Context: an optimization exercise on an open-source flow, tuned for small area. The choices shown serve that exercise and are no tape-out recipe. Only simulation tests tie the RTL to the original design; equivalence was not proved. Power figures rest on the tool's default switching activity, not on a simulated workload.

`flow/design.v`:
```
module aes128_mode_ctrl #(
  parameter int CNT_W = 16
) (
  input  logic             clk_sys,
  input  logic             rst,
  input  logic [2:0]       mode,
  input  logic [127:0]     iv,
  input  logic             sess_start,
  input  logic             sess_end,
  output logic             sess_busy,
  output logic             mode_err,
  input  logic [127:0]     din,
  input  logic             din_valid,
  output logic             din_ready,
  output logic [127:0]     dout,
  output logic             dout_valid,
  input  logic             dout_ready,
  output logic [CNT_W-1:0] blk_cnt,
  output logic [127:0]     aes_plain_text,
  output logic             aes_cipher_en,
  input  logic [127:0]     aes_cipher_text,
  input  logic             aes_cipher_ready
);
  logic [1:0]       state_q, state_d;
  logic [2:0]       mode_q;
  logic [127:0]     a_q, b_q;
  logic             cipher_en_q;
  logic [CNT_W-1:0] blk_cnt_q, blk_cnt_d;
  logic             end_q;
  logic             mode_err_q;
  logic st_idle, st_load, st_run, st_out;
  assign st_idle = (state_q == 2'b00);
  assign st_load = (state_q == 2'b01);
  assign st_run  = (state_q == 2'b10);
  assign st_out  = (state_q == 2'b11);
  logic m_ecb, m_cbc, m_cfb, m_ofb, m_ctr, m_xor;
  assign m_ecb = (mode_q == 3'd0);
  assign m_cbc = (mode_q == 3'd1);
  assign m_cfb = (mode_q == 3'd2);
  assign m_ofb = (mode_q == 3'd3);
  assign m_ctr = mode_q[2];
  assign m_xor = mode_q[2] | mode_q[1];
  logic start_ok, take;
  assign start_ok = sess_start && (mode <= 3'd4);
  assign take     = st_run && aes_cipher_ready;
  always_comb begin
    state_d = state_q;
    case (state_q)
      2'b00: if (start_ok) state_d = 2'b01;
      2'b01: if (sess_end) state_d = 2'b00; else if (din_valid) state_d = 2'b10;
      2'b10: if (aes_cipher_ready) state_d = 2'b11;
      2'b11: if (dout_ready) state_d = (end_q || sess_end) ? 2'b00 : 2'b01;
    endcase
  end
  always_comb begin
    blk_cnt_d = blk_cnt_q;
    if (st_idle && start_ok) blk_cnt_d = '0;
    else if (st_out && dout_ready && blk_cnt_q != '1) blk_cnt_d = blk_cnt_q + CNT_W'(1);
  end
  always_ff @(posedge clk_sys) begin
    if (rst) begin
      state_q     <= 2'b00;
      cipher_en_q <= 1'b0;
      blk_cnt_q   <= '0;
      mode_err_q  <= 1'b0;
    end else begin
      state_q     <= state_d;
      cipher_en_q <= st_load && !sess_end && din_valid;
      blk_cnt_q   <= blk_cnt_d;
      mode_err_q  <= st_idle && sess_start && !(mode <= 3'd4);
    end
  end
  always_ff @(posedge clk_sys) begin
    end_q <= state_q[1] && (end_q || sess_end);
    if (st_idle) mode_q <= mode;
  end
  logic         keep_a, ld_din, ld_iv, ld_ct, ld_g, inc;
  logic [127:0] g, carry;
  assign ld_iv  = st_idle && (mode != 3'd0);
  assign ld_din = st_load && din_valid && !m_xor;
  assign ld_ct  = take && (m_cbc || m_ofb);
  assign ld_g   = take && m_cfb;
  assign inc    = take && m_ctr;
  assign keep_a = !(st_idle || (take && !m_ctr));
  assign g = b_q ^ (aes_cipher_text & {128{take}});
  always_comb begin
    carry[0] = 1'b1;
    for (int i = 1; i < 128; i++) carry[i] = carry[i-1] & a_q[i-1];
  end
  always_ff @(posedge clk_sys) begin
    a_q <= (a_q & {128{keep_a}})
         ^ ((din & {128{ld_din}}) | (iv & {128{ld_iv}}) | (aes_cipher_text & {128{ld_ct}})
            | (g & {128{ld_g}}) | (carry & {128{inc}}));
    b_q <= state_q[1] ? g : (din & {128{m_xor}});
  end
  assign sess_busy      = !st_idle;
  assign mode_err       = mode_err_q;
  assign din_ready      = st_load && !sess_end;
  assign dout           = b_q;
  assign dout_valid     = st_out;
  assign blk_cnt        = blk_cnt_q;
  assign aes_plain_text = a_q;
  assign aes_cipher_en  = cipher_en_q;
endmodule
```
`flow/run.sh`:
```
#!/bin/bash
# synth_recipe.tcl (not shown) runs the flow's synth.tcl, then flattens the netlist and writes it again
# the make line also repeats each setting of config.mk as NAME=value (left out here)
make -C /OpenROAD-flow-scripts/flow DESIGN_CONFIG=/design/flow/config.mk WORK_HOME=/design/flow/orfs CLKGATE_MAP_FILE= SYNTH_SCRIPT=/design/flow/synth_recipe.tcl finish
```
`flow/config.mk`:
```
export PLATFORM = sky130hd
export DESIGN_NAME = aes128_mode_ctrl
export DESIGN_NICKNAME = aes128_mode_ctrl
export VERILOG_FILES = /design/flow/design.v
export SDC_FILE = /design/flow/constraint.sdc
export NUM_CORES = 4
export LEC_CHECK = 0
export CAP_MARGIN = 20
export CORE_MARGIN = 2
export CORE_UTILIZATION = 40
export SLEW_MARGIN = 20
```
`flow/constraint.sdc`:
```
create_clock -name core_clock -period 5.0 [get_ports {clk_sys}]
set_input_delay 1.0000 -clock core_clock [delete_from_list [all_inputs] [get_ports {clk_sys}]]
set_output_delay 1.0000 -clock core_clock [all_outputs]
set_load 0.01 [all_outputs]
```
==> impl_metrics.env, run 1 <==
export IMPL_cts_tree="done"
export IMPL_hp_start="a_q[127]$_DFF_P_"
export IMPL_avgSynthCellArea_um2=8.12
export IMPL_drt_iter0_markers=1808
export IMPL_dp_hpwl_um=61900
export IMPL_p_leak_nw=8.91
export IMPL_ctsLongestPathBuffers=3
export IMPL_synth_nets=2421
export IMPL_ys_types=62
export IMPL_h_tree_depth=2
export IMPL_post_drt_wl_per_cell_um=25.7
export IMPL_reg2reg_slack_ns=1.41
export IMPL_synthAdderAreaFrac_pct=0.0760
export IMPL_drt_total_wl_um=82500
export IMPL_dieArea_um2=42800
export IMPL_max_slew_worst_pin_slew_ns=1.09
export IMPL_core_area_um2=40700
export IMPL_switching_power_mw=2.64
export IMPL_hold_depth=2
export IMPL_grt_first_pass_wirelength_um=119000
export IMPL_drc=0
export IMPL_reg2reg_to="a_q[89]$_DFF_P_"
export IMPL_combPwrFrac_pct=29.6
export IMPL_io_pins=671
export IMPL_hp_class="flop to flop"
export IMPL_syn_area_um2=16500
export IMPL_stdcell_area_um2=24800
export IMPL_cts_setup_buffers=0
export IMPL_fin_skew_ns=0.0297
export IMPL_swShare_pct=32.8
export IMPL_fin_setup_tns_ns=0
export IMPL_hold_viol_final=0
export IMPL_status="timing/DRC/antenna clean"
export IMPL_achievable_frequency_ghz=0.250
export IMPL_dpl_instance_area_um2=23600
export IMPL_slowest_stage="dfxtp_4"
export IMPL_wl_met3_um=8470
export IMPL_final_cells=3207
export IMPL_dp_cells=3117
export IMPL_p_int_mw=5.40
export IMPL_drive_above_1_share_pct=4.87
export IMPL_io_buffers=670
export IMPL_startpoint_type="flop"
export IMPL_pre_cts_ws_ns=1.10
export IMPL_rsz0062_at_grt="no"
export IMPL_gp_congestion=0.943
export IMPL_cp_max_fo=62
export IMPL_post_cts_resized=0
export IMPL_critPathRequiredTime_ns=4.00
export IMPL_setup_slack_ns=0.997
export IMPL_cts_inserted_buffers=36
export IMPL_holdBufCountCts=0
export IMPL_die_x_um=207
export IMPL_synth_area_leaders="dfxtp_1, xnor2_1, a22o_1"
export IMPL_first_pass_iters=8
export IMPL_worstHoldEndpoint="a_q[127]$_DFF_P_"
export IMPL_worstSetupEndpointType="output port"
export IMPL_synth_top_area_share_pct=33.7
export IMPL_via_per_inst=5.95
export IMPL_vias=19084
export IMPL_root_buffer="clkbuf_16"
export IMPL_powerDensity_nw_per_um2=324
export IMPL_ys_flop_type="dfxtp_1"
export IMPL_synth_edf_count=3
export IMPL_slowest_delay_ns=0.80
export IMPL_ir_drop_mv=0.198
export IMPL_clk_latency_ns=0.57
export IMPL_start_util_pct=40.4
export IMPL_synth_top_area_cell="dfxtp_1"
export IMPL_async_flop_share_pct=0
export IMPL_top_layer="met5"
export IMPL_clockPowerShare_pct=32.5
export IMPL_grt_max_degree=83
export IMPL_synth_top_family_by_area="compound AO/OA/AOI/OAI gates"
export IMPL_drt_antenna_violating_nets=0
export IMPL_synth_most_common_cell="nand2_1"
export IMPL_reg2regPathDepth=7
export IMPL_grt_antenna_before_repair=28
export IMPL_synth_commonest_cells="nand2_1, dfxtp_1, xnor2_1, a21oi_1, a22o_1"
export IMPL_track_usage_pct=36.9
export IMPL_critPathKind="flop to output port"
export IMPL_grt_pass1_vias=18369
export IMPL_ys_warn_count=1
export IMPL_finalSetupViolations=0
export IMPL_areaGrowthSynthToFinish_pct=50.9
export IMPL_yosysSeqAreaShare_pct=34.3
export IMPL_synthMuxAreaShare_pct=0.0608
export IMPL_ys_ff_latch=280
export IMPL_p_total_mw=8.04
export IMPL_path_cells="buf_4 -> and2_1 -> clkdlybuf4s50_1"
export IMPL_grt_overflow_total=0
export IMPL_arrival_ns=3.00
export IMPL_rows=74
export IMPL_p_seq_share_pct=38.0
export IMPL_nets=3018
export IMPL_drt_met1_wl_um=31000
export IMPL_synth_compound_area_share_pct=29.0
export IMPL_fin_crit_sh_pct=80.1
export IMPL_wl_met2_um=39100
export IMPL_cts_sinks=280
export IMPL_die_h_um=207
export IMPL_yosys_area_share_simple_pct=18.4
export IMPL_min_period_ns=4.00
export IMPL_slew_violations=0
export IMPL_slew_headroom_pct=27.4
export IMPL_path_clk_slew_ns=0.06
export IMPL_hold_slack_ns=0.472
export IMPL_syn_inst=2026
export IMPL_drv_cap=0
export IMPL_postLayoutCoreUtil_pct=61.0
export IMPL_synth_xor_area_share_pct=14.4
==> sequential cells by signal (all words and copies together) (netlist names), named ones only <==
name,flops
b_q,128
state_q,1
cipher_en_q,1
mode_err_q,1
end_q,1
a_q,128
mode_q,3
blk_cnt_q,16
==> worst max path at each step <==
stage	slack [ns]	cells after the start	to	startpoint
2_1_floorplan	2.33	7	a_q[81]$_DFF_P_	aes_cipher_ready
3_3_place_gp	1.13	9	a_q[123]$_DFF_P_	aes_cipher_ready
3_5_place_dp	1.10	9	a_q[123]$_DFF_P_	aes_cipher_ready
4_1_cts	1.01	3	dout_valid	flop
5_1_grt	0.92	3	dout_valid	flop
6_report	1.0	3	dout_valid	flop
==> area by class of cell <==
cell class | instances | area [um^2]
multi-input combinational | 1589 | 10200
fill | 3654 | 15900
inverter | 8 | 30.0
sequential | 280 | 5640
tap | 532 | 666
antenna | 27 | 67.6
clock buffer | 54 | 1100
clock inverter | 9 | 56.3
timing repair buffer | 708 | 7040
==> routing by layer <==
| layer | track usage (%) | vias to the layer above |
|---|---|---|
| met4 | 17.6 | 10 |
| met2 | 61.0 | 996 |
| li1 | - | 8733 |
| met5 | 0 | - |
| met3 | 10.9 | 193 |
| met1 | 44.0 | 9152 |
==> worst max-delay path: cells and delay by family (launching register included) <==
family                 cells  cell delay (ns)
buffers and inverters      2             1.29
DFF                        1             0.80
and+or+nand+nor            1             0.26
==> logic make-up (layout without fill, tap and decap cells) <==
family,Yosys count,count (layout)
AOI/OAI and AO/OA,701,701
xor gates and xnor gates,270,270
adders and majority gates,1,1
buffers and inverters,157,779
DFF,280,280
muxes,1,1
other,0,27
and+or+nand+nor,616,616
==> power groups by stage <==
stage | Clock (mW) | Sequential (mW) | Combinational (mW)
after floorplan | 0 | 3.10 | 0.822
after global placement | 0 | 3.06 | 2.35
after detailed placement | 0 | 3.07 | 2.36
after CTS | 2.63 | 3.03 | 2.38
after global routing | 2.72 | 3.10 | 2.51
final | 2.61 | 3.05 | 2.38
==> cell usage in the layout (no fill, tap or decap), drive strengths merged, types with 27 or more instances in the layout <==
| cell | netlist | final |
|---|---|---|
| clkdlybuf4s50 | 0 | 670 |
| nand2 | 289 | 289 |
| dfxtp | 277 | 277 |
| xnor2 | 198 | 198 |
| a21oi | 184 | 184 |
| a22o | 162 | 162 |
| o21ai | 122 | 122 |
| nand3 | 109 | 109 |
| xor2 | 72 | 72 |
| a22oi | 60 | 60 |
| and3 | 55 | 55 |
| clkbuf | 107 | 54 |
| a31oi | 45 | 45 |
| nor2 | 45 | 45 |
| buf | 42 | 38 |
| nand4 | 31 | 31 |
| diode | 0 | 27 |
==> inputs of run 2 (changes only) <==
==> flow/flow/run.sh (new file) <==
#!/bin/bash
# Own layout flow: the standard flow, with two changes.
#  1. Synthesis is the standard flow's synthesis script (synth_recipe.tcl) unchanged, except that the
#     combinational mapping call to ABC uses an area-oriented script (flow/area.abc).
#     Flip-flop mapping, flattening and naming are untouched, so the registers are the same.
#  2. Port buffers are sky130_fd_sc_hd__buf_1 instead of the default choice.
# Each tool's output goes to a log file in this folder (and ORFS's own logs under orfs/logs).
set -euo pipefail
W=$(pwd)

cat > "$W/area_synth.tcl" <<TCL
rename abc __yosys_abc_cmd
proc abc {args} {
  set i [lsearch -exact \$args -script]
  if {\$i >= 0} { lset args [expr {\$i + 1}] {$W/flow/area.abc} }
  __yosys_abc_cmd {*}\$args
}
source {$W/synth_recipe.tcl}
TCL

sed "s#SYNTH_SCRIPT=[^ ]*#SYNTH_SCRIPT=$W/area_synth.tcl#" standard.sh > "$W/own_standard.sh"
grep -q "SYNTH_SCRIPT=$W/area_synth.tcl" "$W/own_standard.sh"

bash "$W/own_standard.sh" synth > "$W/synth.log" 2>&1
bash "$W/own_standard.sh" "BUFFER_PORTS_ARGS=-buffer_cell sky130_fd_sc_hd__buf_1" finish > "$W/layout.log" 2>&1
test -s "$W/out/final.def"
==> flow/flow/area.abc (new file) <==
strash
&get -n
&fraig -x
&st
&dch -f
&nf -a
&put
topo
==> flow/standard.sh (new file) <==
#!/bin/bash
# synth_recipe.tcl (not shown) runs the flow's synth.tcl, then flattens the netlist and writes it again
# the make line also repeats each setting of config.mk as NAME=value (left out here)
make -C /OpenROAD-flow-scripts/flow DESIGN_CONFIG=/design/flow/config.mk WORK_HOME=/design/flow/orfs CLKGATE_MAP_FILE= SYNTH_SCRIPT=/design/flow/synth_recipe.tcl "${@:-finish}"
removed: flow/run.sh
==> run 2 against run 1 <==
Against the previous run: the run now fails in 1_2_yosys.
==> impl_metrics.env, run 2 <==
export IMPL_stop_stage="1_2_yosys"
export IMPL_ys_warn_count=1
export IMPL_status="stopped before the end"
export IMPL_stop_error="ERROR: TCL interpreter returned an error: can't rename \"abc\": command doesn't exist"
==> inputs of run 3 (changes only) <==
--- a/flow/flow/run.sh
+++ b/flow/flow/run.sh
@@ -11,3 +11,2 @@
 cat > "$W/area_synth.tcl" <<TCL
-rename abc __yosys_abc_cmd
 proc abc {args} {
@@ -15,3 +14,3 @@
   if {\$i >= 0} { lset args [expr {\$i + 1}] {$W/flow/area.abc} }
-  __yosys_abc_cmd {*}\$args
+  yosys abc {*}\$args
 }
==> run 3 against run 2 <==
Against the previous run: now fails the layout checks on setup timing.
==> impl_metrics.env, run 3 <==
export IMPL_critPathKind="input port to flop"
export IMPL_gp_congestion=0.948
export IMPL_failed_checks="setup timing"
export IMPL_path_clk_slew_ns=0.05
export IMPL_hold_viol_final=0
export IMPL_synth_top_area_cell="dfxtp_1"
export IMPL_dp_hpwl_um=47500
export IMPL_via_per_inst=5.67
export IMPL_areaGrowthSynthToFinish_pct=42.5
export IMPL_layout_commonest_cell="buf_1"
export IMPL_ctsLongestPathBuffers=3
export IMPL_slew_headroom_pct=33.1
export IMPL_async_flop_share_pct=0
export IMPL_slowest_stage="and4_4"
export IMPL_top_regs="a_q: 128 flops, b_q: 128 flops, blk_cnt_q: 16 flops"
export IMPL_final_cells=2999
export IMPL_slowest_delay_ns=0.27
export IMPL_fin_skew_ns=0.0181
export IMPL_grt_overflow_total=0
export IMPL_most_common_layout_cells="buf_1, a21oi_1, nand2_1"
export IMPL_synth_top_area_share_pct=40.1
export IMPL_synth_xor_area_share_pct=15.5
export IMPL_grt_first_pass_wirelength_um=92600
export IMPL_first_pass_iters=9
export IMPL_dieArea_um2=36000
export IMPL_yosys_area_share_simple_pct=15.2
export IMPL_dp_cells=2905
export IMPL_min_period_ns=10.17
export IMPL_p_leak_nw=6.80
export IMPL_clk_latency_ns=0.51
export IMPL_syn_area_um2=13800
export IMPL_drv_cap=0
export IMPL_synth_commonest_cells="a21oi_1, nand2_1, dfxtp_1, xor2_1"
export IMPL_syn_inst=1653
export IMPL_cp_max_fo=4
export IMPL_powerDensity_nw_per_um2=369
export IMPL_drt_total_wl_um=63700
export IMPL_nets=2908
export IMPL_ys_warn_count=1
export IMPL_io_pins=671
export IMPL_drt_iter0_markers=1815
export IMPL_synth_most_common_cell="a21oi_1"
export IMPL_grt_max_degree=96
export IMPL_synthAdderAreaFrac_pct=0.0906
export IMPL_drt_antenna_violating_nets=0
export IMPL_hp_class="flop to flop"
export IMPL_die_x_um=190
export IMPL_ys_ff_latch=280
export IMPL_post_drt_wl_per_cell_um=21.2
export IMPL_drive_above_1_share_pct=11.3
export IMPL_cts_inserted_buffers=35
export IMPL_start_util_pct=40.3
export IMPL_synth_compound_area_share_pct=27.0
export IMPL_crit_path_frequent_cell="nand4_1"
export IMPL_yosysSeqAreaShare_pct=40.8
export IMPL_setup_slack_ns=-5.17
export IMPL_finalSetupViolations=73
export IMPL_root_buffer="clkbuf_16"
export IMPL_avgSynthCellArea_um2=8.36
export IMPL_max_slew_worst_pin_slew_ns=1.00
export IMPL_synthMuxAreaShare_pct=0.0725
export IMPL_achievable_frequency_ghz=0.0984
export IMPL_drc=0
export IMPL_critPathTopFamily="simple AND/OR/NAND/NOR gates"
export IMPL_synth_area_leaders="dfxtp_1, xor2_1, a21oi_1"
export IMPL_h_tree_depth=2
export IMPL_worstSetupEndpointType="flop"
export IMPL_status="complete, but fails checks"
export IMPL_synth_top_family_by_area="compound AO/OA/AOI/OAI gates"
export IMPL_fin_crit_sh_pct=203
export IMPL_vias=17003
export IMPL_track_usage_pct=33.0
export IMPL_ir_drop_mv=0.251
export IMPL_rsz0062_at_grt="yes"
export IMPL_core_area_um2=34300
export IMPL_crit_buf_inv=2
export IMPL_startpoint_type="input port"
export IMPL_critPathRequiredTime_ns=5.39
export IMPL_cts_sinks=280
export IMPL_ys_flop_type="dfxtp_1"
export IMPL_synth_nets=2048
export IMPL_slew_violations=0
export IMPL_grt_pass1_vias=15902
export IMPL_rows=68
export IMPL_die_h_um=190
export IMPL_arrival_ns=10.55
export IMPL_postLayoutCoreUtil_pct=57.4
export IMPL_ys_types=36
export IMPL_synth_edf_count=3
export IMPL_io_buffers=670
export IMPL_reg2reg_slack_ns=-4.95
export IMPL_cts_tree="done"
export IMPL_grt_antenna_before_repair=12
[run 3: worst paths after layout]
kind,startpoint,to,cells after the start
max,aes_cipher_ready,a_q[127]$_DFF_P_,46
min,a_q[127]$_DFF_P_,a_q[127]$_DFF_P_,2
min reg2reg,a_q[127]$_DFF_P_,a_q[127]$_DFF_P_,2
max reg2reg,state_q[0]$_SDFFE_PP0P_,a_q[127]$_DFF_P_,45
[run 3: report_power, final]
| group | total [mW] | leakage (nW) | internal (mW) | switching, mW |
|---|---|---|---|---|
| registers | 2.83 | 2.35 | 2.58 | 0.248 |
| clock network | 2.48 | 0.545 | 1.51 | 0.977 |
| logic | 1.94 | 3.91 | 0.735 | 1.20 |
[run 3: logic make-up (layout without fill, tap and decap cells)]
logic type,after synthesis,in the layout
AO/OA/AOI/OAI,598,598
XOR/XNOR,245,245
adder cells (fa/ha/maj),1,1
buffers and inverters,50,929
flip-flops,280,280
multiplexers,1,1
other,0,12
AND/OR/NAND/NOR,478,478
[run 3: through the flow]
stage	setup TNS [ns]	hold WS, ns	worst slack [ns]	power (mW)	cell area, um^2
after detailed placement	-277.07	0.472	-6.40	4.74	18100
final	-194.04	0.484	-5.17	7.26	19700
after floorplan	-739.49	0.441	-6.41	3.77	13900
after global routing	-235.93	0.499	-5.99	7.55	19700
after CTS	-200.16	0.485	-5.26	7.25	19600
after global placement	-251.86	0.459	-6.07	4.70	18100
[run 3: area by class of cell]
| cell class | count | area, um^2 |
|---|---|---|
| diodes | 12 | 30.0 |
| repair buffers | 823 | 3760 |
| well taps | 455 | 569 |
| clock buffers | 53 | 1070 |
| flip-flops and latches | 280 | 5640 |
| multi-input cells | 1323 | 8400 |
| clock inverters | 3 | 40.0 |
| fillers | 3329 | 14600 |
| inverters | 50 | 188 |
[run 3: repair_timing]
action	4_1_cts	5_1_grt
hold buffers	0	0
buffers inserted	36	25
endpoints found under the setup margin	79	77
resized for setup	66	45
pin swaps	73	56
[run 3: tightest hold or removal path: stages (launching register included)]
cell and delay (ns):
dfxtp_1 0.31, nand2_1 0.07, xor2_1 0.06
[run 3: per-layer routing]
| layer | GRT usage, % | wire, um | part of all wire [%] |
|---|---|---|---|
| met5 | 0 | 36 | 0.057 |
| met4 | 14.4 | 3000 | 4.7 |
| met3 | 8.26 | 5880 | 9.2 |
| met2 | 56.2 | 30300 | 47 |
| met1 | 39.4 | 24500 | 39 |
==> inputs of run 4 (changes only) <==
--- a/flow/design.v
+++ b/flow/design.v
@@ -23,2 +23,3 @@
 );
+  logic             st1_q, st0_q;
   logic [1:0]       state_q, state_d;
@@ -30,2 +31,3 @@
   logic             mode_err_q;
+  assign state_q = {st1_q, st0_q};
   logic st_idle, st_load, st_run, st_out;
@@ -45,11 +47,7 @@
   assign take     = st_run && aes_cipher_ready;
-  always_comb begin
-    state_d = state_q;
-    case (state_q)
-      2'b00: if (start_ok) state_d = 2'b01;
-      2'b01: if (sess_end) state_d = 2'b00; else if (din_valid) state_d = 2'b10;
-      2'b10: if (aes_cipher_ready) state_d = 2'b11;
-      2'b11: if (dout_ready) state_d = (end_q || sess_end) ? 2'b00 : 2'b01;
-    endcase
-  end
+  assign state_d[1] = (st1_q && !st0_q) || (st1_q && st0_q && !dout_ready)
+                   || (!st1_q && st0_q && !sess_end && din_valid);
+  assign state_d[0] = (!st1_q && !st0_q && start_ok) || (!st1_q && st0_q && !sess_end && !din_valid)
+                   || (st1_q && !st0_q && aes_cipher_ready)
+                   || (st1_q && st0_q && !(dout_ready && (end_q || sess_end)));
   always_comb begin
@@ -61,3 +59,4 @@
     if (rst) begin
-      state_q     <= 2'b00;
+      st1_q       <= 1'b0;
+      st0_q       <= 1'b0;
       cipher_en_q <= 1'b0;
@@ -66,3 +65,4 @@
     end else begin
-      state_q     <= state_d;
+      st1_q       <= state_d[1];
+      st0_q       <= state_d[0];
       cipher_en_q <= st_load && !sess_end && din_valid;
@@ -76,20 +76,28 @@
   end
-  logic         keep_a, ld_din, ld_iv, ld_ct, ld_g, inc;
-  logic [127:0] g, carry;
+  logic         keep_a, ld_din, ld_iv, ld_ct, ld_b, ld_pt, inc;
+  logic [127:0] carry;
   assign ld_iv  = st_idle && (mode != 3'd0);
   assign ld_din = st_load && din_valid && !m_xor;
-  assign ld_ct  = take && (m_cbc || m_ofb);
-  assign ld_g   = take && m_cfb;
+  assign ld_ct  = take && !m_ecb && !m_ctr;
+  assign ld_b   = take && m_cfb;
   assign inc    = take && m_ctr;
+  assign ld_pt  = !st1_q && m_xor;
   assign keep_a = !(st_idle || (take && !m_ctr));
-  assign g = b_q ^ (aes_cipher_text & {128{take}});
+  logic [127:0] ones;
+  logic [7:0]   blk_pre, blk_inc;
   always_comb begin
-    carry[0] = 1'b1;
-    for (int i = 1; i < 128; i++) carry[i] = carry[i-1] & a_q[i-1];
+    for (int j = 0; j < 8; j++) begin
+      ones[16*j] = a_q[16*j];
+      for (int k = 1; k < 16; k++) ones[16*j+k] = ones[16*j+k-1] & a_q[16*j+k];
+    end
+    blk_pre[0] = 1'b1;
+    for (int j = 1; j < 8; j++) blk_pre[j] = blk_pre[j-1] & ones[16*j-1];
+    blk_inc = blk_pre & {8{inc}};
+    for (int i = 0; i < 128; i++)
+      carry[i] = blk_inc[i/16] & ((i % 16 == 0) ? 1'b1 : ones[i-1]);
   end
   always_ff @(posedge clk_sys) begin
-    a_q <= (a_q & {128{keep_a}})
-         ^ ((din & {128{ld_din}}) | (iv & {128{ld_iv}}) | (aes_cipher_text & {128{ld_ct}})
-            | (g & {128{ld_g}}) | (carry & {128{inc}}));
-    b_q <= state_q[1] ? g : (din & {128{m_xor}});
+    a_q <= ((a_q & {128{keep_a}}) | (iv & {128{ld_iv}}) | (aes_cipher_text & {128{ld_ct}}))
+         ^ ((din & {128{ld_din}}) | (b_q & {128{ld_b}}) | carry);
+    b_q <= ((b_q ^ (aes_cipher_text & {128{take}})) & {128{st1_q}}) | (din & {128{ld_pt}});
   end
==> flow/flow/run.sh (replaced) <==
#!/bin/bash
# Own layout flow: the standard flow (standard.sh) with three changes.
#  1. Synthesis is the standard flow's synthesis script (synth_recipe.tcl) unchanged, except that its call to
#     ABC (combinational mapping only) uses the area-oriented script flow/area.abc. Flip-flop
#     mapping, flattening and naming are untouched, so the registers are the standard ones.
#  2. Port buffers are sky130_fd_sc_hd__buf_1 (every input and output port still gets one).
#  3. Clock tree: clkbuf_8 buffers, clusters of at most 12 sinks within 80 um, and no dummy
#     load cells.
# Each tool's output goes to a log file in this folder (and ORFS's own logs under orfs/logs).
set -euo pipefail
W=$(pwd)

cat > "$W/area_synth.tcl" <<TCL
proc abc {args} {
  set i [lsearch -exact \$args -script]
  if {\$i >= 0} { lset args [expr {\$i + 1}] {$W/flow/area.abc} }
  yosys abc {*}\$args
}
source {$W/synth_recipe.tcl}
TCL

sed "s#SYNTH_SCRIPT=[^ ]*#SYNTH_SCRIPT=$W/area_synth.tcl#" standard.sh > "$W/own_standard.sh"
grep -q "SYNTH_SCRIPT=$W/area_synth.tcl" "$W/own_standard.sh"

bash "$W/own_standard.sh" synth > "$W/synth.log" 2>&1
bash "$W/own_standard.sh" \
  "BUFFER_PORTS_ARGS=-buffer_cell sky130_fd_sc_hd__buf_1" \
  "CTS_ARGS=-sink_clustering_enable -repair_clock_nets -dont_use_dummy_load -buf_list sky130_fd_sc_hd__clkbuf_8 -sink_clustering_size 12 -sink_clustering_max_diameter 80" \
  finish > "$W/layout.log" 2>&1
test -s "$W/out/final.def"
==> flow/flow/area.abc (replaced) <==
strash
&get -n
&st
&nf -a -R 1000
&put
topo
--- a/flow/config.mk
+++ b/flow/config.mk
@@ -9,3 +9,3 @@
 export CORE_MARGIN = 2
-export CORE_UTILIZATION = 40
+export CORE_UTILIZATION = 30
 export SLEW_MARGIN = 20
==> run 4 against run 3 <==
Against the previous run: now clean on timing, DRC and antenna; cell area down 11%; sequential share of layout area grew 3.7 points; core utilization fell by 18 points; via count decreased by 8.4%; first-iteration DRC count increased by 52%; synthesized cell count shrank 21%; area after synthesis is 2.8% lower; cell count fell by 13%; critical path depth down 32; highest routed layer unchanged.
==> impl_metrics.env, run 4 <==
export IMPL_cts_setup_buffers=0
export IMPL_powerDensity_nw_per_um2=302
export IMPL_cts_tree="done"
export IMPL_cp_max_fo=16
export IMPL_slew_violations=0
export IMPL_grt_overflow_total=0
export IMPL_async_flop_share_pct=0
export IMPL_p_total_mw=5.26
export IMPL_grt_pass1_vias=15235
export IMPL_critPathRequiredTime_ns=5.51
export IMPL_finalSetupViolations=0
export IMPL_r2r_start="a_q[16]$_DFF_P_"
export IMPL_achievable_frequency_ghz=0.266
export IMPL_reg2regPathDepth=14
export IMPL_endpoint="a_q[115]$_DFF_P_"
export IMPL_drc=0
export IMPL_via_per_inst=5.94
export IMPL_critPathTopFamily="simple AND/OR/NAND/NOR gates"
export IMPL_drt_total_wl_um=64100
export IMPL_rows=77
export IMPL_top_regs="a_q: 128 flops, b_q: 128 flops, blk_cnt_q: 16 flops"
export IMPL_worstSetupEndpointType="flop"
export IMPL_layout_commonest_cell="buf_1"
export IMPL_cts_sinks=280
export IMPL_regArea_um2=5640
export IMPL_nets=2418
export IMPL_fin_skew_ns=0.0667
export IMPL_ys_flop_type="dfxtp_1"
export IMPL_startpoint_type="flop"
export IMPL_max_slew_worst_pin_slew_ns=1.11
export IMPL_post_drt_wl_per_cell_um=24.4
export IMPL_fin_crit_sh_pct=75.1
export IMPL_slowest_delay_ns=0.41
export IMPL_syn_inst=1299
export IMPL_areaGrowthSynthToFinish_pct=29.7
export IMPL_grt_max_degree=129
export IMPL_drt_iter0_markers=2763
export IMPL_gp_congestion=0.934
export IMPL_synth_area_leaders="dfxtp_1, a222oi_1, a22o_1"
export IMPL_multi_input_area_um2=7860
export IMPL_ys_warn_count=1
export IMPL_clk_latency_ns=0.64
export IMPL_drt_antenna_violating_nets=0
export IMPL_hp_class="flop to flop"
export IMPL_h_tree_depth=1
export IMPL_vias=15568
export IMPL_cp_depth=14
export IMPL_path_clk_slew_ns=0.09
export IMPL_synth_nets=1694
export IMPL_slowest_stage="dfxtp_1"
export IMPL_arrival_ns=4.26
export IMPL_fillCellCount=4607
export IMPL_die_h_um=216
export IMPL_yosysSeqAreaShare_pct=41.9
export IMPL_start_util_pct=30.4
export IMPL_drv_cap=0
export IMPL_reg2reg_to="a_q[115]$_DFF_P_"
export IMPL_holdBufCountCts=0
export IMPL_fin_setup_tns_ns=0
export IMPL_synth_top_area_cell="dfxtp_1"
export IMPL_core_area_um2=44200
export IMPL_drive_above_1_share_pct=3.17
export IMPL_io_buffers=670
export IMPL_reg2reg_slack_ns=1.25
export IMPL_synth_edf_count=3
export IMPL_hold_viol_final=0
export IMPL_io_pins=671
export IMPL_most_common_layout_cells="buf_1, dfxtp_1, a222oi_1"
export IMPL_postLayoutCoreUtil_pct=39.4
export IMPL_syn_area_um2=13400
export IMPL_dp_cells=2584
export IMPL_crit_path_start="a_q[16]$_DFF_P_"
export IMPL_avgSynthCellArea_um2=10.3
export IMPL_synth_top_area_share_pct=41.3
export IMPL_p_leak_nw=5.56
export IMPL_cts_inserted_buffers=28
export IMPL_die_x_um=216
export IMPL_stdcell_area_um2=17400
export IMPL_first_pass_iters=10
export IMPL_crit_buf_inv=1
export IMPL_dp_hpwl_um=46000
export IMPL_ys_ff_latch=280
export IMPL_ir_drop_mv=0.173
export IMPL_post_cts_resized=0
export IMPL_path_cells="and3_1 -> and3_1 -> and3_1 -> and3_1 -> and3_1 -> and3_1 -> and2_0 -> nand3_1 -> nor4_1 -> nand3_1 -> nor4_2 -> buf_4 -> a222oi_1 -> xor2_1"
export IMPL_final_cells=2622
export IMPL_crit_path_frequent_cell="and3_1"
export IMPL_track_usage_pct=25.9
export IMPL_dieArea_um2=46500
export IMPL_critPathKind="flop to flop"
export IMPL_dpl_instance_area_um2=17000
export IMPL_grt_first_pass_wirelength_um=95200
export IMPL_slew_headroom_pct=25.7
export IMPL_rsz0062_at_grt="no"
export IMPL_min_period_ns=3.75
export IMPL_ctsLongestPathBuffers=3
export IMPL_grt_antenna_before_repair=14
export IMPL_ys_types=32
export IMPL_root_buffer="clkbuf_8"
export IMPL_status="timing/DRC/antenna clean"
export IMPL_synth_commonest_cells="dfxtp_1, a222oi_1, a22o_1, xnor2_1, nand2_1"
export IMPL_synth_most_common_cell="dfxtp_1"
-- run 4: how the worst min path moves through the flow --
stage                        from       endpoint  slack [ns]  depth (start not counted)
floorplan           end_q$_DFF_P_  end_q$_DFF_P_        0.42                          1
global placement    end_q$_DFF_P_  end_q$_DFF_P_        0.43                          1
detailed placement  end_q$_DFF_P_  end_q$_DFF_P_        0.44                          1
CTS                 end_q$_DFF_P_  end_q$_DFF_P_        0.47                          1
global route        end_q$_DFF_P_  end_q$_DFF_P_        0.49                          1
finish              end_q$_DFF_P_  end_q$_DFF_P_        0.47                          1
-- run 4: worst register-to-register path: cells and delay by family, from the launching register on --
| kind | cells | cell delay (ns) |
|---|---|---|
| AO/OA/AOI/OAI | 1 | 0.14 |
| XOR/XNOR | 1 | 0.22 |
| buffers and inverters | 1 | 0.29 |
| flip-flops | 1 | 0.41 |
| AND/OR/NAND/NOR | 11 | 2.59 |
-- run 4: cell families (layout without fill, tap and decap cells) --
group | Yosys count | count (layout) | synth area share (%)
xor gates and xnor gates | 271 | 271 | 17.7
AOI/OAI and AO/OA | 451 | 451 | 29.9
adders and majority gates | 1 | 1 | 0.0931
and+or+nand+nor | 290 | 290 | 10.2
DFF | 280 | 280 | 41.9
other | 0 | 9 | 0
muxes | 1 | 1 | 0.0745
buffers and inverters | 5 | 727 | 0.140
-- run 4: per-stage QoR --
| stage | setup slack (ns) | hold slack [ns] |
|---|---|---|
| floorplan | -0.886 | 0.422 |
| global placement | 1.36 | 0.431 |
| detailed placement | 1.18 | 0.445 |
| CTS | 1.19 | 0.466 |
| global route | 0.836 | 0.494 |
| finish | 1.25 | 0.468 |
-- run 4: layout make-up --
cell class / instances / area share (%)
multi-input cells: 1014 / 45.1
clock buffers: 28 / 2.21
diodes: 9 / 0.129
well taps: 592 / 4.25
flip-flops and latches: 280 / 32.4
repair buffers: 694 / 15.9
inverters: 5 / 0.108
-- run 4: where the power goes --
part / switching [mW] / internal, mW
clock: 0.819 / 0.496
combinational: 0.689 / 0.492
sequential: 0.267 / 2.49
-- run 4: per-layer routing --
layer | part of all wire (%) | track usage [%]
met1 | 39 | 33.0
met2 | 47 | 42.5
met3 | 10 | 6.03
met4 | 3.6 | 9.38
met5 | 0.094 | 0
==> inputs of run 5 (changes only) <==
--- a/flow/design.v
+++ b/flow/design.v
@@ -85,14 +85,10 @@
   assign keep_a = !(st_idle || (take && !m_ctr));
-  logic [127:0] ones;
-  logic [7:0]   blk_pre, blk_inc;
+  logic [7:0]   blk_pre;
   always_comb begin
+    blk_pre[0] = 1'b1;
+    for (int j = 1; j < 8; j++) blk_pre[j] = blk_pre[j-1] & (&a_q[16*j-1 -: 16]);
     for (int j = 0; j < 8; j++) begin
-      ones[16*j] = a_q[16*j];
-      for (int k = 1; k < 16; k++) ones[16*j+k] = ones[16*j+k-1] & a_q[16*j+k];
+      carry[16*j] = inc & blk_pre[j];
+      for (int k = 1; k < 16; k++) carry[16*j+k] = carry[16*j+k-1] & a_q[16*j+k-1];
     end
-    blk_pre[0] = 1'b1;
-    for (int j = 1; j < 8; j++) blk_pre[j] = blk_pre[j-1] & ones[16*j-1];
-    blk_inc = blk_pre & {8{inc}};
-    for (int i = 0; i < 128; i++)
-      carry[i] = blk_inc[i/16] & ((i % 16 == 0) ? 1'b1 : ones[i-1]);
   end
@@ -101,3 +97,3 @@
          ^ ((din & {128{ld_din}}) | (b_q & {128{ld_b}}) | carry);
-    b_q <= ((b_q ^ (aes_cipher_text & {128{take}})) & {128{st1_q}}) | (din & {128{ld_pt}});
+    b_q <= (b_q & {128{st1_q}}) ^ ((aes_cipher_text & {128{take}}) | (din & {128{ld_pt}}));
   end
==> run 5 against run 4 <==
Against the previous run: first-iteration DRC count is 7.5% lower; worst setup slack worse by 0.54 ns; sequential cell count stayed put; register-to-register slack worse by 0.54 ns; fmax is 13% lower; critical endpoint is now a_q[127]$_DFF_P_; largest cell class unchanged.
==> impl_metrics.env, run 5 <==
export IMPL_cts_sinks=280
export IMPL_gp_congestion=0.904
export IMPL_holdBufCountCts=0
export IMPL_synth_top_area_cell="dfxtp_1"
export IMPL_dpl_instance_area_um2=16700
export IMPL_critPathKind="flop to flop"
export IMPL_ys_ff_latch=280
export IMPL_core_area_um2=43300
export IMPL_h_tree_depth=1
export IMPL_grt_antenna_before_repair=6
export IMPL_die_x_um=214
export IMPL_dp_hpwl_um=45000
export IMPL_ys_warn_count=1
export IMPL_io_buffers=670
export IMPL_stdcell_area_um2=17200
export IMPL_post_drt_wl_per_cell_um=24.0
export IMPL_synth_top_area_share_pct=42.1
export IMPL_synth_commonest_cells="dfxtp_1, xor2_1, a222oi_1, nand2_1, a22oi_1"
export IMPL_hold_viol_final=0
export IMPL_startpoint_type="flop"
export IMPL_ir_drop_mv=0.178
export IMPL_path_cells="nand4_1 -> nor4_1 -> nand3_1 -> clkinv_1 -> nand2_1 -> nor3_1 -> buf_4 -> and3_1 -> and2_0 -> and3_1 -> and3_1 -> and3_1 -> and3_1 -> and4_1 -> and3_1 -> a222oi_1 -> xor2_1"
export IMPL_reg2reg_slack_ns=0.70
export IMPL_cp_max_fo=5
export IMPL_fin_skew_ns=0.0454
export IMPL_synth_area_leaders="dfxtp_1, xor2_1, a222oi_1"
export IMPL_slowest_delay_ns=0.62
export IMPL_slowest_stage="nor4_1"
export IMPL_ys_types=33
export IMPL_postLayoutCoreUtil_pct=39.6
export IMPL_async_flop_share_pct=0
export IMPL_drv_cap=0
export IMPL_max_slew_worst_pin_slew_ns=0.970
export IMPL_p_leak_nw=5.50
export IMPL_powerDensity_nw_per_um2=307
export IMPL_dp_cells=2556
export IMPL_drt_antenna_violating_nets=0
export IMPL_achievable_frequency_ghz=0.233
export IMPL_critPathRequiredTime_ns=5.49
export IMPL_dieArea_um2=45600
export IMPL_post_cts_resized=0
export IMPL_pre_cts_ws_ns=0.595
export IMPL_fin_setup_tns_ns=0
export IMPL_setup_slack_ns=0.701
export IMPL_top_regs="a_q: 128 flops, b_q: 128 flops, blk_cnt_q: 16 flops"
export IMPL_clk_latency_ns=0.62
export IMPL_root_buffer="clkbuf_8"
export IMPL_slew_violations=0
export IMPL_grt_pass1_vias=14573
export IMPL_io_pins=671
export IMPL_finalSetupViolations=0
export IMPL_nets=2399
export IMPL_first_pass_iters=10
export IMPL_ys_flop_type="dfxtp_1"
export IMPL_synth_most_common_cell="dfxtp_1"
export IMPL_layout_commonest_cell="buf_1"
export IMPL_drc=0
export IMPL_cts_setup_buffers=0
export IMPL_rsz0062_at_grt="no"
export IMPL_syn_inst=1283
export IMPL_syn_area_um2=13200
export IMPL_cts_inserted_buffers=29
export IMPL_status="timing/DRC/antenna clean"
export IMPL_final_cells=2592
export IMPL_crit_path_frequent_cell="and3_1"
export IMPL_slew_headroom_pct=35.3
export IMPL_min_period_ns=4.30
export IMPL_hp_class="flop to flop"
export IMPL_grt_overflow_total=0
export IMPL_rows=76
export IMPL_avgSynthCellArea_um2=10.3
export IMPL_drive_above_1_share_pct=2.90
export IMPL_ctsLongestPathBuffers=3
export IMPL_vias=15445
export IMPL_critPathTopFamily="simple AND/OR/NAND/NOR gates"
export IMPL_yosysSeqAreaShare_pct=42.7
export IMPL_fin_crit_sh_pct=86.0
export IMPL_synth_edf_count=3
export IMPL_worstSetupEndpointType="flop"
export IMPL_start_util_pct=30.5
export IMPL_via_per_inst=5.96
export IMPL_drt_iter0_markers=2555
export IMPL_die_h_um=214
export IMPL_hold_slack_ns=0.462
export IMPL_synth_nets=1678
export IMPL_crit_buf_inv=2
export IMPL_p_total_mw=5.26
export IMPL_grt_first_pass_wirelength_um=89100
export IMPL_track_usage_pct=25.0
export IMPL_cts_tree="done"
export IMPL_drt_total_wl_um=62200
export IMPL_most_common_layout_cells="buf_1, dfxtp_1, xor2_1"
export IMPL_arrival_ns=4.79
export IMPL_areaGrowthSynthToFinish_pct=30.1
export IMPL_path_clk_slew_ns=0.09
export IMPL_grt_max_degree=133
[run 5: changes by cell type after synthesis, moves of 30 or more]
cell,previous run,this run
a221oi_1,10,62
a22o_1,170,12
a22oi_1,2,130
a31oi_1,42,12
xnor2_1,138,10
xor2_1,133,261
[run 5: final timing paths]
check                  start          endpoint  depth (start not counted)
max reg2reg  a_q[28]$_DFF_P_  a_q[127]$_DFF_P_                         17
min reg2reg    end_q$_DFF_P_     end_q$_DFF_P_                          1
min            end_q$_DFF_P_     end_q$_DFF_P_                          1
max          a_q[28]$_DFF_P_  a_q[127]$_DFF_P_                         17
[run 5: power breakdown]
part	total (mW)	switching, mW	internal (mW)	leakage [nW]
sequential	2.80	0.290	2.51	2.36
clock	1.32	0.804	0.513	0.209
combinational	1.15	0.717	0.429	2.93
[run 5: per-layer routing]
metal	wire (um)	GRT usage [%]	up-vias
met2	29100	41.1	980
met3	6280	5.68	145
met5	7	0	-
met4	2560	9.17	2
met1	24200	32.0	7568
li1	-	-	6750
[run 5: cell families (layout without fill, tap and decap cells)]
family / after synthesis / in the layout / share of synthesized area [%]
compound gates: 420 / 420 / 27.6
xor+xnor: 271 / 271 / 18.0
fa+ha+maj: 1 / 1 / 0.0949
buf+inv: 4 / 723 / 0.114
flops: 280 / 280 / 42.7
mux: 1 / 1 / 0.0759
other cells: 0 / 5 / 0
simple gates: 306 / 306 / 11.4
[run 5: final cells by class]
type                       instances  area [um^2]
fill                            4530        26100
multi-input combinational        999         7600
sequential                       280         5640
timing repair buffer             690         2760
tap                              585          732
clock buffer                      29          399
inverter                           4         15.0
antenna                            5         12.5
==> inputs of run 6 (changes only) <==
==> flow/flow/area.abc (replaced) <==
strash
&get -n
&st
&if -a -K 6
&st
&nf -a -R 1000
&put
topo
==> run 6 against run 5 <==
Against the previous run: still clean on timing, DRC and antenna; non-clock buffer count decreased by 1; sequential cell count did not move; sequential power is essentially flat; register-to-register slack improved by 0.05 ns; count of clock-buffer cells in the layout down 1; clock power about the same; hold slack got worse by 0.0022 ns; cell count is 6.9% lower; die area down 1.8%; critical endpoint unchanged; highest routed layer unchanged.
==> impl_metrics.env, run 6 <==
export IMPL_status="timing/DRC/antenna clean"
export IMPL_r2r_start="a_q[9]$_DFF_P_"
export IMPL_hp_class="flop to flop"
export IMPL_ys_ff_latch=280
export IMPL_rows=76
export IMPL_io_buffers=670
export IMPL_p_total_mw=5.28
export IMPL_dieArea_um2=44800
export IMPL_io_pins=671
export IMPL_grtUsageMet3_pct=6.72
export IMPL_gp_congestion=0.942
export IMPL_powerDensity_nw_per_um2=314
export IMPL_crit_path_start="a_q[9]$_DFF_P_"
export IMPL_setup_slack_ns=0.754
export IMPL_hp_start="end_q$_DFF_P_"
export IMPL_avgSynthCellArea_um2=11.4
export IMPL_min_period_ns=4.25
export IMPL_post_drt_wl_per_cell_um=26.4
export IMPL_slew_violations=0
export IMPL_drt_total_wl_um=63700
export IMPL_vias=16090
export IMPL_most_common_layout_cells="buf_1, a222oi_1, dfxtp_1"
export IMPL_fin_skew_ns=0.0368
export IMPL_drc=0
export IMPL_syn_inst=1137
export IMPL_drt_antenna_violating_nets=0
export IMPL_yosysSeqAreaShare_pct=43.5
export IMPL_rsz0062_at_grt="no"
export IMPL_cp_max_fo=6
export IMPL_use_met1_pct=33.7
export IMPL_ys_warn_count=1
export IMPL_critPathRequiredTime_ns=5.50
export IMPL_synth_area_leaders="dfxtp_1, a222oi_1, xor2_1"
export IMPL_hold_viol_final=0
export IMPL_use_met2_pct=41.9
export IMPL_core_area_um2=42800
export IMPL_track_usage_pct=26.3
export IMPL_via_per_inst=6.67
export IMPL_grt_antenna_before_repair=15
export IMPL_async_flop_share_pct=0
export IMPL_root_buffer="clkbuf_8"
export IMPL_max_slew_worst_pin_slew_ns=1.05
export IMPL_cts_setup_buffers=0
export IMPL_drv_cap=0
export IMPL_grt_overflow_total=0
export IMPL_cts_sinks=280
export IMPL_synth_top_area_share_pct=42.8
export IMPL_finalSetupViolations=0
export IMPL_dp_hpwl_um=45100
export IMPL_cts_inserted_buffers=28
export IMPL_final_cells=2414
export IMPL_synth_top_area_cell="dfxtp_1"
export IMPL_postLayoutCoreUtil_pct=39.3
export IMPL_first_pass_iters=10
export IMPL_h_tree_depth=1
export IMPL_critPathKind="flop to flop"
export IMPL_ir_drop_mv=0.165
export IMPL_ys_flop_type="dfxtp_1"
export IMPL_nets=2251
export IMPL_startpoint_type="flop"
export IMPL_achievable_frequency_ghz=0.236
export IMPL_slew_headroom_pct=30.2
export IMPL_drive_above_1_share_pct=2.97
export IMPL_p_leak_nw=5.28
export IMPL_synth_nets=1532
export IMPL_areaGrowthSynthToFinish_pct=29.8
export IMPL_post_cts_resized=0
export IMPL_synth_edf_count=3
export IMPL_die_x_um=212
export IMPL_start_util_pct=30.3
export IMPL_pre_cts_ws_ns=0.745
export IMPL_arrival_ns=4.74
export IMPL_dp_cells=2372
export IMPL_syn_area_um2=12900
export IMPL_holdBufCountCts=0
export IMPL_grt_first_pass_wirelength_um=92700
export IMPL_ctsLongestPathBuffers=3
export IMPL_clk_latency_ns=0.62
export IMPL_grt_pass1_vias=14887
export IMPL_worstSetupEndpointType="flop"
export IMPL_synth_most_common_cell="a222oi_1"
export IMPL_cts_tree="done"
export IMPL_fin_crit_sh_pct=84.9
export IMPL_drt_iter0_markers=3224
export IMPL_grt_max_degree=236
export IMPL_reg2reg_slack_ns=0.75
export IMPL_synth_commonest_cells="a222oi_1, dfxtp_1, xor2_1, a41oi_1, a221oi_1"
export IMPL_fin_setup_tns_ns=0
export IMPL_path_clk_slew_ns=0.10
export IMPL_grt_busiest_layer="met2"
export IMPL_ys_types=35
export IMPL_die_h_um=212
export IMPL_top_regs="a_q: 128 flops, b_q: 128 flops, blk_cnt_q: 16 flops"
export IMPL_layout_commonest_cell="buf_1"
==> run 6: cell types whose count changed in the layout (fill, tap and decap cells not counted), moves of 4 or more <==
cell,change
xor2_1,-130
a222oi_1,+127
nor2_1,-19
a21oi_1,-8
a22oi_1,-129
buf_12,-4
o21ai_0,+4
a41oi_1,+128
or3_1,+4
diode_2,+9
nand2_1,-127
==> run 6: final timing paths <==
path,cells after the start,endpoint
setup / recovery,18,a_q[127]$_DFF_P_
hold / removal,1,end_q$_DFF_P_
setup reg to reg,18,a_q[127]$_DFF_P_
hold reg to reg,1,end_q$_DFF_P_
==> run 6: logic make-up after synthesis <==
group,count (synthesis),synth area share [%]
AO/OA/AOI/OAI,547,39.2
AND/OR/NAND/NOR,166,7.63
buffers and inverters,4,0.116
adder cells (fa/ha/maj),1,0.0966
XOR/XNOR,139,9.40
flip-flops,280,43.5
==> run 6: power breakdown <==
group | switching (mW) | internal (mW)
logic | 0.720 | 0.434
registers | 0.297 | 2.50
clock network | 0.831 | 0.497
total | 1.85 | 3.43
==> run 6: final cells by class <==
class | instances | area [um^2]
fill | 4480 | 26000
multi-input combinational | 853 | 7350
sequential | 280 | 5640
timing repair buffer | 689 | 2700
tap | 546 | 683
clock buffer | 28 | 385
antenna | 14 | 35.0
inverter | 4 | 15.0
==> run 6: stage by stage <==
step	hold slack, ns	cell area [um^2]
floorplan	0.422	13000
global placement	0.432	16400
detailed placement	0.435	16400
CTS	0.456	16800
global route	0.477	16800
finish	0.460	16800
==> run 6: routing by layer <==
metal	vias up	share of wire (%)
met3	150	11
met5	-	0.017
met1	7851	39
met4	2	4.5
met2	1112	46
li1	6975	-
==> run 6: worst max-delay path, stage by stage (launching register included) <==
cell and delay, ns:
dfxtp_1 0.43, nand4_1 0.17, nor4_1 0.38, buf_4 0.21, nand3_1 0.09, clkinv_1 0.08, nand2_1 0.15, nor2_1 0.14
nand2_1 0.08, nor3_1 0.32, and3_1 0.38, and3_1 0.23, and2_0 0.23, and3_1 0.26, and4_1 0.24, and2_0 0.21
and3_1 0.22, a31oi_1 0.12, xor2_1 0.18
==> inputs of run 7 (changes only) <==
--- a/flow/flow/run.sh
+++ b/flow/flow/run.sh
@@ -6,3 +6,3 @@
 #  2. Port buffers are sky130_fd_sc_hd__buf_1 (every input and output port still gets one).
-#  3. Clock tree: clkbuf_8 buffers, clusters of at most 12 sinks within 80 um, and no dummy
+#  3. Clock tree: clkbuf_8 buffers, clusters of at most 14 sinks within 90 um, and no dummy
 #     load cells.
@@ -27,3 +27,3 @@
   "BUFFER_PORTS_ARGS=-buffer_cell sky130_fd_sc_hd__buf_1" \
-  "CTS_ARGS=-sink_clustering_enable -repair_clock_nets -dont_use_dummy_load -buf_list sky130_fd_sc_hd__clkbuf_8 -sink_clustering_size 12 -sink_clustering_max_diameter 80" \
+  "CTS_ARGS=-sink_clustering_enable -repair_clock_nets -dont_use_dummy_load -buf_list sky130_fd_sc_hd__clkbuf_8 -sink_clustering_size 14 -sink_clustering_max_diameter 90" \
   finish > "$W/layout.log" 2>&1
==> run 7 against run 6 <==
Against the previous run: fmax is 0.73% lower; synthesized cell count stayed put; via count is 0.19% higher; critical path depth stayed put; count of clock-buffer cells in the layout is 5 lower; cell area is 0.41% lower; register-to-register slack worse by 0.03 ns; sequential share of layout area is 0.14 points higher; non-clock buffer count stayed put; critical path type unchanged; largest power group unchanged.
==> impl_metrics.env, run 7 <==
export IMPL_areaGrowthSynthToFinish_pct=29.3
export IMPL_vias=16121
export IMPL_nets=2246
export IMPL_synth_most_common_cell="a222oi_1"
export IMPL_clk_latency_ns=0.59
export IMPL_layout_commonest_cell="buf_1"
export IMPL_startpoint_type="flop"
export IMPL_rsz0062_at_grt="no"
export IMPL_track_usage_pct=26.1
export IMPL_async_flop_share_pct=0
export IMPL_hp_class="flop to flop"
export IMPL_synth_commonest_cells="a222oi_1, dfxtp_1, xor2_1, a41oi_1, a221oi_1"
export IMPL_achievable_frequency_ghz=0.234
export IMPL_setup_slack_ns=0.723
export IMPL_most_common_layout_cells="buf_1, a222oi_1, dfxtp_1"
export IMPL_die_h_um=212
export IMPL_grt_max_degree=236
export IMPL_core_area_um2=42800
export IMPL_postLayoutCoreUtil_pct=39.1
export IMPL_max_slew_worst_pin_slew_ns=1.04
export IMPL_drive_above_1_share_pct=2.70
export IMPL_io_buffers=670
export IMPL_switching_power_mw=1.81
export IMPL_cts_tree="done"
export IMPL_arrival_ns=4.74
export IMPL_drv_cap=0
export IMPL_rows=76
export IMPL_drt_antenna_violating_nets=0
export IMPL_root_buffer="clkbuf_8"
export IMPL_grt_pass1_vias=14847
export IMPL_path_clk_slew_ns=0.10
export IMPL_combPwrFrac_pct=22.3
export IMPL_synth_compound_area_share_pct=39.2
export IMPL_synthMuxAreaShare_pct=0
export IMPL_synth_nets=1532
export IMPL_first_pass_iters=12
export IMPL_syn_inst=1137
export IMPL_swShare_pct=35.1
export IMPL_grt_overflow_total=0
export IMPL_dp_hpwl_um=45100
export IMPL_post_cts_resized=0
export IMPL_slew_headroom_pct=31.0
export IMPL_critPathRequiredTime_ns=5.46
export IMPL_syn_area_um2=12900
export IMPL_min_period_ns=4.28
export IMPL_ys_ff_latch=280
export IMPL_status="timing/DRC/antenna clean"
export IMPL_drt_total_wl_um=63300
export IMPL_cp_max_fo=6
export IMPL_clockPowerShare_pct=23.4
export IMPL_pre_cts_ws_ns=0.745
export IMPL_cts_sinks=280
export IMPL_synthAdderAreaFrac_pct=0.0967
export IMPL_dieArea_um2=44800
export IMPL_drc=0
export IMPL_p_int_mw=3.35
export IMPL_p_seq_share_pct=54.3
export IMPL_synth_top_area_share_pct=42.8
export IMPL_synth_area_leaders="dfxtp_1, a222oi_1, xor2_1"
export IMPL_io_pins=671
export IMPL_slew_violations=0
export IMPL_ys_warn_count=1
export IMPL_holdBufCountCts=0
export IMPL_die_x_um=212
export IMPL_h_tree_depth=1
export IMPL_fin_crit_sh_pct=85.5
export IMPL_synth_top_area_cell="dfxtp_1"
export IMPL_yosys_area_share_simple_pct=7.63
export IMPL_ys_flop_type="dfxtp_1"
export IMPL_worstSetupEndpointType="flop"
export IMPL_cts_setup_buffers=0
export IMPL_synth_top_family_by_area="compound AO/OA/AOI/OAI gates"
export IMPL_drt_iter0_markers=3356
export IMPL_ir_drop_mv=0.165
export IMPL_finalSetupViolations=0
export IMPL_grt_first_pass_wirelength_um=92100
export IMPL_yosysSeqAreaShare_pct=43.5
export IMPL_fin_skew_ns=0.0174
export IMPL_powerDensity_nw_per_um2=308
export IMPL_synth_edf_count=3
export IMPL_avgSynthCellArea_um2=11.4
export IMPL_top_regs="a_q: 128 flops, b_q: 128 flops, blk_cnt_q: 16 flops"
export IMPL_hold_viol_final=0
export IMPL_via_per_inst=6.69
export IMPL_grt_antenna_before_repair=15
export IMPL_gp_congestion=0.942
export IMPL_ctsLongestPathBuffers=3
export IMPL_p_leak_nw=5.25
export IMPL_ys_types=35
export IMPL_start_util_pct=30.3
export IMPL_synth_xor_area_share_pct=9.40
export IMPL_critPathKind="flop to flop"
export IMPL_post_drt_wl_per_cell_um=26.3
export IMPL_cts_inserted_buffers=23
-- run 7: kinds of logic after synthesis --
group / after synthesis
xor+xnor: 139
compound gates: 547
flops: 280
fa+ha+maj: 1
buf+inv: 4
simple gates: 166
-- run 7: metal layers --
| metal | routed length (um) | GRT usage (%) | vias to the layer above |
|---|---|---|---|
| li1 | - | - | 6965 |
| met1 | 24300 | 33.5 | 7880 |
| met2 | 29800 | 42.4 | 1148 |
| met3 | 6820 | 6.16 | 124 |
| met4 | 2390 | 10.2 | 4 |
| met5 | 23 | 0 | - |
-- run 7: worst max-delay path, cell delays in order, from the launching register on --
cell and delay (ns):
dfxtp_1 0.43, nand4_1 0.16, nor4_1 0.40, buf_4 0.21
nand3_1 0.09, clkinv_1 0.08, nand2_1 0.16, nor2_1 0.15
nand2_1 0.08, nor3_1 0.32, and3_1 0.38, and3_1 0.23
and2_0 0.23, and3_1 0.26, and4_1 0.24, and2_0 0.21
and3_1 0.23, a31oi_1 0.12, xor2_1 0.18
-- run 7: power groups by stage --
stage	clock network, mW	logic (mW)	registers, mW
2_1_floorplan	0	0.462	2.90
3_3_place_gp	0	1.13	2.81
3_5_place_dp	0	1.14	2.84
4_1_cts	1.24	1.14	2.78
5_1_grt	1.32	1.24	2.83
6_report	1.21	1.15	2.80
-- run 7: final timing paths --
kind,cells after the start,startpoint,end,slack (ns)
setup / recovery,18,a_q[9]$_DFF_P_,a_q[127]$_DFF_P_,0.72
hold / removal,1,end_q$_DFF_P_,end_q$_DFF_P_,0.46
setup reg to reg,18,a_q[9]$_DFF_P_,a_q[127]$_DFF_P_,0.72
hold reg to reg,1,end_q$_DFF_P_,end_q$_DFF_P_,0.46
-- run 7: layout make-up --
| cell class | count | area [um^2] |
|---|---|---|
| clock buffer | 23 | 317 |
| antenna | 14 | 35.0 |
| sequential | 280 | 5640 |
| multi-input combinational | 853 | 7350 |
| tap | 546 | 683 |
| fill | 4484 | 26100 |
| inverter | 4 | 15.0 |
| timing repair buffer | 689 | 2700 |
-- run 7: per-stage QoR --
step	area (um^2)	std cells	TNS (ns)	hold slack [ns]	power (mW)
finish	16700	2409	0	0.463	5.15
global route	16700	2408	0	0.480	5.39
CTS	16700	2395	0	0.459	5.16
detailed placement	16400	2372	0	0.435	3.97
global placement	16400	2372	0	0.432	3.94
floorplan	13000	1137	-790.73	0.422	3.36

[re-timing with driven ports]
In the flow no input, the clock included, has a driving cell. The finished layouts below were timed again as built, in two steps.
Step 1 assumes that a clkbuf_16 drives the clock port and a buf_2 every other input.
Step 2 also shifts input and output timing later by t, the mid clock arrival at the registers, as if the neighbouring blocks saw the same clock.
Slacks: no drivers / after step 1 / after step 2; pairs: no drivers / after step 1.
run | t (ns) | slack for setup (ns) | hold WS [ns] | worst setup path at the end | worst data-port slew with drivers (ns)
run 1 | 0.613 | 0.997 / 0.939 / 1.029 | 0.472 / 0.472 / 0.472 | input to register | 0.16
run 3 | 0.554 | -5.166 / -5.150 / -5.704 | 0.484 / 0.484 / 0.484 | input to register | 0.13
run 4 | 0.653 | 1.245 / 1.245 / 1.245 | 0.468 / 0.468 / 0.468 | register to register | 0.14
run 5 | 0.635 | 0.701 / 0.701 / 0.701 | 0.462 / 0.462 / 0.462 | register to register | 0.11
run 6 | 0.649 | 0.754 / 0.754 / 0.754 | 0.460 / 0.460 / 0.460 | register to register | 0.14
run 7 | 0.627 | 0.723 / 0.723 / 0.723 | 0.463 / 0.463 / 0.463 | register to register | 0.14
The setup slack of run 3, which loses most, moves by +0.016 ns with the drivers and by -0.538 ns with both steps.
